From an optimization exercise on the open Yosys and OpenROAD flow, aimed at small area; shortcuts taken in it are not production practice.
At most, simulation tests tie the RTL to the original design; equivalence was not proved.
Power is estimated from default activity; no workload was simulated. The clock port is modelled as an ideal driver; clocking choices that lean on that would not hold on a real chip.

// sha1_core
module sha1_core (
	input  logic           clk,
	input  logic           reset,
	input  logic           start,
	input  logic [511:0]   block,
	output logic           busy,
	output logic           done,
	output logic [159:0]   hash
);
Size: about 1800 cells after synthesis, roughly 680 I/O pins.
Settings: LEC_CHECK=0, CAP_MARGIN=20, CORE_MARGIN=2, CORE_UTILIZATION=60, SLEW_MARGIN=20; clock period 10.0 ns.
standard.sh (not shown) runs the stock make flow with config.mk's settings and CLKGATE_MAP_FILE= SYNTH_SCRIPT=/design/flow/synth_recipe.tcl, a recipe that flattens the netlist after the stock synthesis.
==> flow/flow/run.sh <==
#!/bin/bash
# Standard layout, with plain buf_1 cells as the port buffers and a clock
# tree of larger sink clusters without dummy loads.
set -euo pipefail
export BUFFER_PORTS_ARGS="-buffer_cell sky130_fd_sc_hd__buf_1"
export CTS_ARGS="$(cat flow/cts_args.txt)"
bash standard.sh > standard_flow.log 2>&1
==> flow/flow/cts_args.txt <==
-sink_clustering_enable -repair_clock_nets -dont_use_dummy_load -sink_clustering_size 30 -sink_clustering_max_diameter 200 -buf_list sky130_fd_sc_hd__clkbuf_16
Edit:
--- a/flow/config.mk
+++ b/flow/config.mk
@@ -8,0 +9 @@
+export CORE_ASPECT_RATIO = 1.5
@@ -10 +11 @@
-export CORE_UTILIZATION = 60
+export CORE_UTILIZATION = 66
After rerunning: The new run finished with timing, DRC and antenna clean; non-clock buffer count falls by 3; maximum frequency fell by about 0.56%; worst hold slack gains 12 ps; via count grows by 1.5%; global-route usage rose by 3.8 points; synthesized area is unchanged; power is about the same; utilization goes up by 7.2 points; clock-buffer cell count stays the same; setup slack degrades by 55 ps.

* * *

The RTL this note starts from:
==> flow/design.v <==
`default_nettype none
`timescale 1ns/10ps
module sha1_core (
	input  logic           clk,
	input  logic           reset,
	input  logic           start,
	input  logic [511:0]   block,
	output logic           busy,
	output logic           done,
	output logic [159:0]   hash
);
	localparam logic [31:0] iv0 = 32'h67452301;
	localparam logic [31:0] iv1 = 32'hEFCDAB89;
	localparam logic [31:0] iv2 = 32'h98BADCFE;
	localparam logic [31:0] iv3 = 32'h10325476;
	localparam logic [31:0] iv4 = 32'hC3D2E1F0;
	localparam logic [31:0] k0  = 32'h5A827999;
	localparam logic [31:0] k1  = 32'h6ED9EBA1;
	localparam logic [31:0] k2  = 32'h8F1BBCDC;
	localparam logic [31:0] k3  = 32'hCA62C1D6;
	localparam logic [2:0] ph_load = 3'd7;
	logic         accept;
	logic         j;
	logic [4:0]   sub;
	logic [2:0]   ph;
	logic         pseudo;
	logic         pre;
	logic         post;
	logic         wrap;
	logic         last;
	assign accept = start & ~busy;
	assign pseudo = ph[2];
	assign pre    = ph[2] & ph[0];
	assign post   = ph[2] & ~ph[0];
	assign wrap   = pseudo ? (sub == 5'd4) : (sub == 5'd19);
	assign last   = post & wrap & j;
	always_ff @(posedge clk)
	begin
		if (accept)
		begin
			j   <= 1'b0;
			sub <= 5'd0;
			ph  <= ph_load;
		end
		else
		begin
			j <= ~j;
			if (j)
			begin
				sub <= wrap ? 5'd0 : sub + 5'd1;
				ph  <= wrap ? ph + 3'd1 : ph;
			end
		end
	end
	always_ff @(posedge clk)
	begin
		if (reset)
		begin
			busy <= 1'b0;
			done <= 1'b0;
		end
		else
		begin
			done <= busy & last;
			if (accept)
				busy <= 1'b1;
			else if (last)
				busy <= 1'b0;
		end
	end
	logic        e_rot;
	logic        e_unrot;
	logic        expand;
	logic [1:0]  grp;
	logic [31:0] kw;
	logic [15:0] kd;
	assign grp     = ph[1:0];
	assign expand  = ~ph[2] & (ph[1] | ph[0] | sub[4]);
	assign e_unrot = post & (sub[2] | (sub[1] & sub[0]));
	assign e_rot   = ~pre & ~e_unrot;
	always_comb
	begin
		if (pseudo)
			case (sub[2:0])
				3'd0:    kw = pre ? {iv4[29:0], iv4[31:30]} : iv4;
				3'd1:    kw = pre ? {iv3[29:0], iv3[31:30]} : iv3;
				3'd2:    kw = pre ? {iv2[29:0], iv2[31:30]} : iv2;
				3'd3:    kw = iv1;
				default: kw = iv0;
			endcase
		else
			case (grp)
				2'd0:    kw = k0;
				2'd1:    kw = k1;
				2'd2:    kw = k2;
				default: kw = k3;
			endcase
	end
	assign kd = j ? kw[31:16] : kw[15:0];
	logic [161:0] ws;
	logic [15:0]  dg [0:9];
	logic [1:0]   d10;
	always_comb
	begin
		for (int i = 0; i < 10; i++)
			dg[i] = ws[159 - 16*i -: 16];
	end
	assign d10 = ws[161:160];
	logic [15:0] op_a;
	logic [15:0] op_b;
	logic [15:0] op_c;
	logic [15:0] op_d;
	logic [15:0] op_e;
	logic [15:0] op_f;
	logic [15:0] op_w;
	logic [15:0] t_d;
	assign op_a = {dg[1][10:0], j ? dg[2][15:11] : dg[0][15:11]};
	assign op_b = dg[3];
	assign op_c = {j ? dg[6][1:0] : dg[4][1:0], dg[5][15:2]};
	assign op_d = {j ? dg[8][1:0] : dg[6][1:0], dg[7][15:2]};
	always_comb
	begin
		if (e_rot)
			op_e = {j ? d10 : dg[8][1:0], dg[9][15:2]};
		else if (e_unrot)
			op_e = dg[9];
		else
			op_e = 16'd0;
	end
	logic f_ch;
	logic f_maj;
	logic f_par;
	assign f_ch  = (grp == 2'd0);
	assign f_maj = (grp == 2'd2);
	assign f_par = grp[0];
	assign op_f = ({16{f_ch}} & ((op_b & op_c) | (~op_b & op_d)))
		| ({16{f_maj}} & ((op_b & op_c) | (op_b & op_d) | (op_c & op_d)))
		| ({16{f_par}} & (op_b ^ op_c ^ op_d));
	logic [511:0] ss;
	logic [15:0]  sd [0:31];
	logic         pol;
	logic [15:0]  xb;
	logic         xtop;
	logic         xsave;
	logic [15:0]  wx;
	logic [15:0]  ring_in;
	logic [15:0]  wd;
	always_comb
	begin
		for (int i = 0; i < 32; i++)
			sd[i] = ss[16*i +: 16];
	end
	assign pol = ~j;
	assign xb   = sd[5] ^ sd[15] ^ sd[27] ^ sd[31];
	assign xtop = j ? xsave : (sd[4][15] ^ sd[14][15] ^ sd[26][15] ^ sd[30][15]);
	assign wx   = {xb[14:0], xtop};
	assign ring_in = expand ? (wx ^ {16{pol}}) : sd[31];
	assign wd      = ring_in ^ {16{pol}};
	assign op_w    = wd;
	always_ff @(posedge clk)
		xsave <= xb[15];
	logic [511:0] ss_load;
	always_comb
	begin
		for (int k = 0; k < 16; k++)
		begin
			ss_load[16*((53 - 2*k) % 32) +: 16] = block[(15 - k)*32 +: 16];
			ss_load[16*((52 - 2*k) % 32) +: 16] = block[(15 - k)*32 + 16 +: 16];
		end
	end
	always_ff @(posedge clk)
		ss <= ~(({512{~accept}} | ss_load) & ({512{~busy}} | {ss[495:0], ring_in}));
	logic [3:0]  cy;
	logic [3:0]  cin;
	logic [15:0] s1, c1, s2, c2, s3, c3;
	logic [16:0] rc;
	assign cin = j ? cy : 4'd0;
	logic [15:0] s1g, c1g;
	always_comb for (int i = 0; i < 16; i++) {c1[i], s1[i]} = {1'b0, op_a[i]} + {1'b0, op_f[i]} + {1'b0, op_w[i]};
	assign s1g = pseudo ? 16'd0 : s1;
	assign c1g = pseudo ? 16'd0 : c1;
	logic [15:0] c1s;
	assign c1s = {c1g[14:0], cin[0]};
	always_comb for (int i = 0; i < 16; i++) {c2[i], s2[i]} = {1'b0, s1g[i]} + {1'b0, c1s[i]} + {1'b0, op_e[i]};
	logic [15:0] c2s;
	assign c2s = {c2[14:0], cin[1]};
	always_comb for (int i = 0; i < 16; i++) {c3[i], s3[i]} = {1'b0, s2[i]} + {1'b0, c2s[i]} + {1'b0, kd[i]};
	logic [15:0] c3s;
	assign c3s = {c3[14:0], cin[2]};
	always_comb
	begin
		rc[0] = cin[3];
		for (int i = 0; i < 16; i++)
		begin
			{rc[i + 1], t_d[i]} = {1'b0, s3[i]} + {1'b0, c3s[i]} + {1'b0, rc[i]};
		end
	end
	always_ff @(posedge clk)
	begin
		cy <= {rc[16], c3[15], c2[15], c1g[15]};
		ws <= {ws[1:0], t_d, ws[159:16]};
	end
	assign hash = ws[159:0];
endmodule
`default_nettype wire
export LEC_CHECK = 0
export CAP_MARGIN = 20
export CORE_MARGIN = 2
export CORE_UTILIZATION = 52
export PLACE_DENSITY = 0.75
export SLEW_MARGIN = 20
create_clock -name core_clock -period 10.0 [get_ports {clk}]
Scripts as last shown in full above: flow/flow/run.sh, flow/flow/cts_args.txt
Edit:
--- a/flow/config.mk
+++ b/flow/config.mk
@@ -11 +11 @@
-export PLACE_DENSITY = 0.75
+export PLACE_DENSITY = 0.9
The changed run completed with no timing, DRC or antenna violations.
Routed wire length grows by 2.9%.
Core utilization stays flat.
Area after synthesis does not change.
First-iteration DRC count climbs by 9.8%.
Fmax barely changes.
Global-route usage increases by 1.2 points.
Combinational power stays flat.
Edit:
--- a/flow/config.mk
+++ b/flow/config.mk
@@ -11 +10,0 @@
-export PLACE_DENSITY = 0.9
Result:
- utilization hardly moves
- cell count barely changes
- clock power barely changes
- sequential cell count does not change
- hold slack loses 0.032 ns
- cell area barely changes
- first-iteration DRC count is about the same
- non-clock buffer count is lower by 7
- setup slack improved by 0.0037 ns
Edit:
--- a/flow/config.mk
+++ b/flow/config.mk
@@ -8 +8 @@
-export CAP_MARGIN = 20
+export CAP_MARGIN = 0
@@ -11 +11 @@
-export SLEW_MARGIN = 20
+export SLEW_MARGIN = 0
Outcome: Cell count is unchanged. Wire length does not change. Via count stays the same. Design area stays the same. Total power is unchanged. Synthesized area does not change. Sequential share of layout area stays the same. Combinational power hardly moves. Clock-buffer cell count is unchanged.

* * *

## the reference run
sha1_core, a different RTL version from the one above (not shown whole).
Size: about 1900 cells after synthesis, roughly 0.022 sq mm of cells after synthesis.
clock: 10.0 ns
lec_check: 0
cap_margin: 20
core_aspect_ratio: 1.5
core_margin: 2
core_utilization: 66
slew_margin: 20
Scripts as last shown in full above: flow/flow/run.sh, flow/flow/cts_args.txt
The reference run: aborted in 3_2_place_iop (tool error)
Here is what was changed in the inputs of the trial run compared with the reference run.
- CORE_ASPECT_RATIO: 1.5 -> unset
- CORE_UTILIZATION: 66 -> 52
--- outcome ---
The trial run finished all stages; the layout is clean. In terms of post-synthesis average cell area, the trial run and the reference run differ only marginally. Summary — starting density of the core, the trial run relative to the reference run: lower, by 15 points. Synthesized cell count: the trial run vs the reference run — no meaningful difference.
No functional check of the RTL was part of any run of this note.

## static timing again, ports no longer ideal
The results above use ideal ports. As a check the final layouts listed here were re-extracted and re-timed, cells and wires unchanged. Step 1: set_driving_cell puts a clkbuf_16 on clk and a buf_2 on each other input, an assumption about the parent block. Step 2 moves the port delays by t, midway between the first and last clock arrival at a register: inputs arrive t later, outputs are due t later. That takes back most of the time a late clock gives input paths. a / b / c = ideal / step 1 / step 2; a / b = the first two.
run | t (ns) | setup WS [ns] | hold WS [ns] | worst setup path at the end | slew at the worst register clock pin (ns)
the first run of note 1 | 0.651 | 0.392 / 0.392 / 0.392 | 0.346 / 0.346 / 0.346 | register to register | 0.12 / 0.12
the second run of note 1 | 0.647 | 0.338 / 0.338 / 0.338 | 0.357 / 0.357 / 0.357 | register to register | 0.12 / 0.12
the first run of note 2 | 0.652 | 0.383 / 0.383 / 0.383 | 0.354 / 0.354 / 0.354 | register to register | 0.12 / 0.12
the second run of note 2 | 0.653 | 0.380 / 0.380 / 0.380 | 0.350 / 0.350 / 0.350 | register to register | 0.12 / 0.12
the third run of note 2 | 0.639 | 0.383 / 0.383 / 0.383 | 0.318 / 0.318 / 0.318 | register to register | 0.12 / 0.12
the fourth run of note 2 | 0.639 | 0.383 / 0.383 / 0.383 | 0.318 / 0.318 / 0.318 | register to register | 0.12 / 0.12
the trial run | 0.649 | 0.406 / 0.406 / 0.406 | 0.352 / 0.352 / 0.352 | register to register | 0.13 / 0.13
After both steps every run listed still meets setup and hold.
